This design comes from an exercise in tuning for small area, a short achievable clock period and few clock cycles on the open sky130 flow, not from production work. Only simulation tests tie the RTL to the original design; equivalence was not proved. No activity file was given, so power comes from the tool's default toggle rates.

==> flow/design.v <==
`default_nettype none
package framing_pkg;
  localparam logic [7:0] start_byte  = 8'h7D;
  localparam logic [7:0] stop_byte   = 8'h7E;
  localparam logic [7:0] escape_byte = 8'h7F;
endpackage
`default_nettype wire
`timescale 1ns/1ps
`default_nettype none
import framing_pkg::*;
module link_framer_top (
  input  logic       aclk,
  input  logic       aresetn,
  input  logic       in_tvalid,
  output logic       in_tready,
  input  logic [7:0] in_tdata,
  input  logic       in_tlast,
  output logic       out_tvalid,
  input  logic       out_tready,
  output logic [7:0] out_tdata,
  output logic       out_tlast
);
  logic s1;
  logic s0;
  logic rsv;
  logic esc_now;
  logic out_xfer;
  assign rsv     = (in_tdata[7:2] == 6'b011111) && (in_tdata[1:0] != 2'b00);
  assign esc_now = !s1 && rsv;
  assign out_tvalid     = in_tvalid || (s1 && !s0);
  assign out_tlast      = s1 && !s0;
  assign out_tdata[7]   = s0 && in_tdata[7];
  assign out_tdata[6:2] = s0 ? in_tdata[6:2] : 5'b11111;
  assign out_tdata[1]   = s0 ? (in_tdata[1] || esc_now) : s1;
  assign out_tdata[0]   = s0 ? (in_tdata[0] || esc_now) : !s1;
  assign in_tready = out_tready && s0 && !esc_now;
  assign out_xfer  = out_tvalid && out_tready;
  always_ff @(posedge aclk or negedge aresetn) begin
    if (!aresetn) begin
      s1 <= 1'b0;
      s0 <= 1'b0;
    end else if (out_xfer) begin
      case ({s1, s0})
        2'b00: begin
          s0 <= 1'b1;
        end
        2'b01: begin
          s1 <= rsv || in_tlast;
          s0 <= rsv || !in_tlast;
        end
        2'b11: begin
          s1 <= in_tlast;
          s0 <= !in_tlast;
        end
        default: begin
          s1 <= 1'b0;
        end
      endcase
    end
  end
endmodule
`default_nettype wire
Settings: LEC_CHECK=0, CAP_MARGIN=20, CORE_AREA=3 3 39 39, DIE_AREA=0 0 42 42, SLEW_MARGIN=20; clock period 4.5 ns.
run.sh (not shown) runs the stock make flow with config.mk's settings and CLKGATE_MAP_FILE= SYNTH_SCRIPT=/design/flow/synth_recipe.tcl, a recipe that flattens the netlist after the stock synthesis.
Testbench counts at the start, summed over its fixed seeds: cycles 80,218.
Then changed:
==> flow/flow/run.sh (new file) <==
#!/bin/bash
# The standard layout (the standard.sh) with extra ORFS settings:
# BUFFER_PORTS_ARGS="-buffer_cell sky130_fd_sc_hd__buf_1"
# make's full output goes to standard.log; each ORFS step keeps its own log under orfs/logs.
set -euo pipefail
bash standard.sh BUFFER_PORTS_ARGS="-buffer_cell sky130_fd_sc_hd__buf_1" finish > standard.log 2>&1
==> flow/standard.sh (new file) <==
#!/bin/bash
# synth_recipe.tcl (not shown) runs the flow's synth.tcl, then flattens the netlist and writes it again
# the make line also repeats each setting of config.mk as NAME=value (left out here)
make -C /OpenROAD-flow-scripts/flow DESIGN_CONFIG=/design/flow/config.mk WORK_HOME=/design/flow/orfs CLKGATE_MAP_FILE= SYNTH_SCRIPT=/design/flow/synth_recipe.tcl "${@:-finish}"
ABC_AREA = 1   (was not set)
CORE_AREA = 3 3 61 61   (was 3 3 39 39)
CTS_BUF_LIST = sky130_fd_sc_hd__clkbuf_1   (was not set)
DIE_AREA = 0 0 64 64   (was 0 0 42 42)
SETUP_SLACK_MARGIN = 1.8   (was not set)
removed: flow/run.sh
=> Sequential power went down by 17%; count of clock-buffer cells in the layout is unchanged; total power falls by 31%; via count rose by 14%; routed wire length came out higher by 22%.
Then changed:
==> flow/run.sh (new file) <==
#!/bin/bash
# synth_recipe.tcl (not shown) runs the flow's synth.tcl, then flattens the netlist and writes it again
# the make line also repeats each setting of config.mk as NAME=value (left out here)
make -C /OpenROAD-flow-scripts/flow DESIGN_CONFIG=/design/flow/config.mk WORK_HOME=/design/flow/orfs CLKGATE_MAP_FILE= SYNTH_SCRIPT=/design/flow/synth_recipe.tcl finish
ABC_AREA = not set   (was 1)
CORE_AREA = 3 3 39 39   (was 3 3 61 61)
CTS_BUF_LIST = not set   (was sky130_fd_sc_hd__clkbuf_1)
DIE_AREA = 0 0 42 42   (was 0 0 64 64)
SETUP_SLACK_MARGIN = 1.5   (was 1.8)
removed: flow/flow/run.sh
removed: flow/standard.sh
Outcome:
- The changed run completed without violations
- sequential power climbs by 21%
- global-route usage climbs by 3.6 points
- non-clock buffer count stays the same
- worst hold slack is better by 0.19 ns
- clock power climbs by 87%
Then changed:
==> flow/flow/run.sh (new file) <==
#!/bin/bash
# The standard layout (the standard.sh) with extra ORFS settings:
# BUFFER_PORTS_ARGS="-buffer_cell sky130_fd_sc_hd__buf_1" RECOVER_POWER=100
# make's full output goes to standard.log; each ORFS step keeps its own log under orfs/logs.
set -euo pipefail
bash standard.sh BUFFER_PORTS_ARGS="-buffer_cell sky130_fd_sc_hd__buf_1" RECOVER_POWER=100 finish > standard.log 2>&1
==> flow/standard.sh (new file) <==
#!/bin/bash
# synth_recipe.tcl (not shown) runs the flow's synth.tcl, then flattens the netlist and writes it again
# the make line also repeats each setting of config.mk as NAME=value (left out here)
make -C /OpenROAD-flow-scripts/flow DESIGN_CONFIG=/design/flow/config.mk WORK_HOME=/design/flow/orfs CLKGATE_MAP_FILE= SYNTH_SCRIPT=/design/flow/synth_recipe.tcl "${@:-finish}"
CORE_AREA = 3 3 61 61   (was 3 3 39 39)
CTS_BUF_LIST = sky130_fd_sc_hd__clkbuf_1   (was not set)
DIE_AREA = 0 0 64 64   (was 0 0 42 42)
SETUP_SLACK_MARGIN = 2.0   (was 1.5)
removed: flow/run.sh
The new run completed with no timing, DRC or antenna violations. Critical path depth is unchanged. Sequential power climbs by about 2%. Via count climbs by 4.0%. Setup slack gets better by 0.23 ns. Routed wire length climbs by 23%. Non-clock buffer count does not change. Synthesized cell count is unchanged. Cell count climbs by 44%. Synthesized area stays the same.
Then changed:
CORE_AREA = 3 3 39 39   (was 3 3 61 61)
DIE_AREA = 0 0 42 42   (was 0 0 64 64)
SETUP_SLACK_MARGIN = 2.3   (was 2.0)
What happened: The changed run ran to the end with no violations; design area came out higher by 7.1%; power came out higher by 14%; via count came out higher by 3.9%; clock skew hardly moves; routed wire length came out lower by 11%; clock-buffer cell count stays the same.

---

== yarrow ==
RTL: the design.v shown in full above, as it stands there.
Settings: LEC_CHECK=0, CAP_MARGIN=20, CORE_AREA=3 3 61 61, CTS_BUF_LIST=sky130_fd_sc_hd__clkbuf_1, DIE_AREA=0 0 64 64, SETUP_SLACK_MARGIN=2.2, SLEW_MARGIN=20; clock period 4.5 ns.
standard.sh (not shown) runs the stock make flow with config.mk's settings and CLKGATE_MAP_FILE= SYNTH_SCRIPT=/design/flow/synth_recipe.tcl, a recipe that flattens the netlist after the stock synthesis.
==> flow/flow/run.sh <==
#!/bin/bash
# The standard layout (the standard.sh) with extra ORFS settings:
# BUFFER_PORTS_ARGS="-buffer_cell sky130_fd_sc_hd__buf_1" RECOVER_POWER=100
# make's full output goes to standard.log; each ORFS step keeps its own log under orfs/logs.
set -euo pipefail
bash standard.sh BUFFER_PORTS_ARGS="-buffer_cell sky130_fd_sc_hd__buf_1" RECOVER_POWER=100 finish > standard.log 2>&1
Testbench counts of yarrow, summed over its fixed seeds: cycles 80,218.
Input-level comparison between nickel and yarrow:
- DIE_AREA changed from 0 0 64 64 to 0 0 42 42
- SETUP_SLACK_MARGIN changed from 2.2 to 2.0
- CORE_AREA changed from 3 3 61 61 to 3 3 39 39
==> flow/flow/run.sh <==
#!/bin/bash
# The standard layout (the standard.sh: standard synthesis, floorplan,
# power grid, placement, CTS, routing), with the port buffers that global
# placement inserts made the smallest buffer; repair_timing still sizes up
# the ones on critical paths. make's full output goes to standard.log.
set -euo pipefail
bash standard.sh BUFFER_PORTS_ARGS="-buffer_cell sky130_fd_sc_hd__buf_1" finish > standard.log 2>&1
==> run summary <==
Wire length of the first global-routing pass up about 3% in nickel wrt yarrow
A worst-path cell with the longest stage delay of sky130_fd_sc_hd__and4b_2 is what nickel shows, while sky130_fd_sc_hd__and4b_1 belongs to yarrow.
Total track usage sits higher in nickel than in yarrow.
Final area, nickel and yarrow, higher one = yarrow.
Cmp nickel and yarrow / share of total power in the clock network / higher: nickel
What pepper does differently from nickel at the input level:
- SETUP_SLACK_MARGIN no longer set, was 2.0
- DIE_AREA now 0 0 64 64, was 0 0 42 42
- CORE_AREA now 3 3 61 61, was 3 3 39 39
==> flow/flow/run.sh <==
#!/bin/bash
# The standard layout (the standard.sh) with extra ORFS settings:
# BUFFER_PORTS_ARGS="-buffer_cell sky130_fd_sc_hd__buf_1"
# make's full output goes to standard.log; each ORFS step keeps its own log under orfs/logs.
set -euo pipefail
bash standard.sh BUFFER_PORTS_ARGS="-buffer_cell sky130_fd_sc_hd__buf_1" finish > standard.log 2>&1
==> run summary <==
Number of global-route vias before repair for pepper: 39 down relative to nickel
Of pepper and nickel, nickel shows the lower global-route wire length before repair, with pepper above it.
Re global-route track usage on met2: nickel was higher than pepper.
As of pepper, final non-filler cell area had risen by a few percent compared to nickel.
For wire length per cell after detailed routing, dividing the value from nickel by the value from pepper gives 1.2.
Summary: top achievable clock speed, pepper worse than nickel
Changes observed in pepper relative to nickel: area of the core up 170%, worst hold slack across all endpoints down 0.016 ns.
Reported for pepper and nickel, count of mapped cells out of synthesis turned out identical to the last digit.
Clock slew at the register clock pins of the worst setup and hold paths: nickel vs pepper — no meaningful difference
Number of placed cells counting well taps of pepper exceeds that of nickel by more than a quarter.
Modified inputs, tundra compared to pepper
- changing CORE_AREA from 3 3 61 61 to 3 3 39 39
- setting SETUP_SLACK_MARGIN to 2.0 for the first time
- changing DIE_AREA from 0 0 64 64 to 0 0 42 42
- removing CTS_BUF_LIST (formerly sky130_fd_sc_hd__clkbuf_1)
- setting ABC_AREA to 1 for the first time
==> flow/run.sh (new file) <==
#!/bin/bash
# synth_recipe.tcl (not shown) runs the flow's synth.tcl, then flattens the netlist and writes it again
# the make line also repeats each setting of config.mk as NAME=value (left out here)
make -C /OpenROAD-flow-scripts/flow DESIGN_CONFIG=/design/flow/config.mk WORK_HOME=/design/flow/orfs CLKGATE_MAP_FILE= SYNTH_SCRIPT=/design/flow/synth_recipe.tcl finish
removed: flow/flow/run.sh
removed: flow/standard.sh
--- outcome ---
- pepper has a lower area of placed instances than tundra.
- pepper has a higher share of cell area taken by flip-flops and latches than tundra.
- The die area of tundra is lower than that of pepper.
- pepper -> tundra: number of nets in the final layout increased by more than a quarter
- tundra ran to completion and came out clean on the timing, DRC and antenna checks.
- pepper reached the end of the flow, and the finished layout is clean on the timing, DRC and antenna checks.
- Delta (tundra minus pepper): worst setup slack higher, area of all placed cells without fillers higher, global placer's final weighted congestion lower.
- pepper vs tundra, type of the tightest min-delay check: in2async vs reg2reg
- tundra vs. pepper: post-route worst hold slack moved up; layout multi-input combinational cell count moved up.

## afterwards: timing with drivers on the ports
The results above use ideal ports. As a check the final layouts listed here were re-extracted and re-timed, cells and wires unchanged. Step 1 (the two cells are an assumption about what drives the block):
set clk [get_ports {aclk}]
set_driving_cell -lib_cell sky130_fd_sc_hd__clkbuf_16 $clk
set_driving_cell -lib_cell sky130_fd_sc_hd__buf_2 [delete_from_list [all_inputs] $clk]
Step 2 adds t to the input delays and takes it off the output delays; t is the mean of the earliest and latest rising clock arrival at the registers after step 1. Input paths then give back, and output paths get back, about the clock's delay inside the block. Three values: ideal, step 1, step 2; two values: the first two.
run | shift t [ns] | setup WS [ns] | clock arrival spread, ns | worst register clock-pin slew, ns | worst slew at a driven data input, ns
the first run of note 1 | 0.231 | 1.171 / 1.144 / 1.144 | 0.003 / 0.002 | 0.03 / 0.03 | 0.04
the second run of note 1 | 0.211 | 1.948 / 1.923 / 1.923 | 0.002 / 0.003 | 0.05 / 0.05 | 0.03
the third run of note 1 | 0.231 | 1.559 / 1.527 / 1.527 | 0.003 / 0.002 | 0.03 / 0.03 | 0.03
the fourth run of note 1 | 0.218 | 1.786 / 1.763 / 1.763 | 0.004 / 0.004 | 0.05 / 0.05 | 0.03
the fifth run of note 1 | 0.234 | 1.866 / 1.844 / 1.844 | 0.001 / 0.001 | 0.04 / 0.04 | 0.05
yarrow | 0.216 | 1.785 / 1.761 / 1.761 | 0.002 / 0.002 | 0.05 / 0.05 | 0.03
nickel | 0.203 | 1.924 / 1.904 / 1.904 | 0.002 / 0.002 | 0.04 / 0.04 | 0.03
pepper | 0.216 | 1.854 / 1.830 / 1.830 | 0.003 / 0.004 | 0.05 / 0.05 | 0.03
tundra | 0.235 | 2.047 / 2.016 / 2.016 | 0.000 / 0.000 | 0.03 / 0.03 | 0.05
After both steps setup and hold are still met in every run listed. The setup slack of the third run of note 1, which loses most, moves by -0.032 ns with the drivers and by -0.032 ns with both steps.
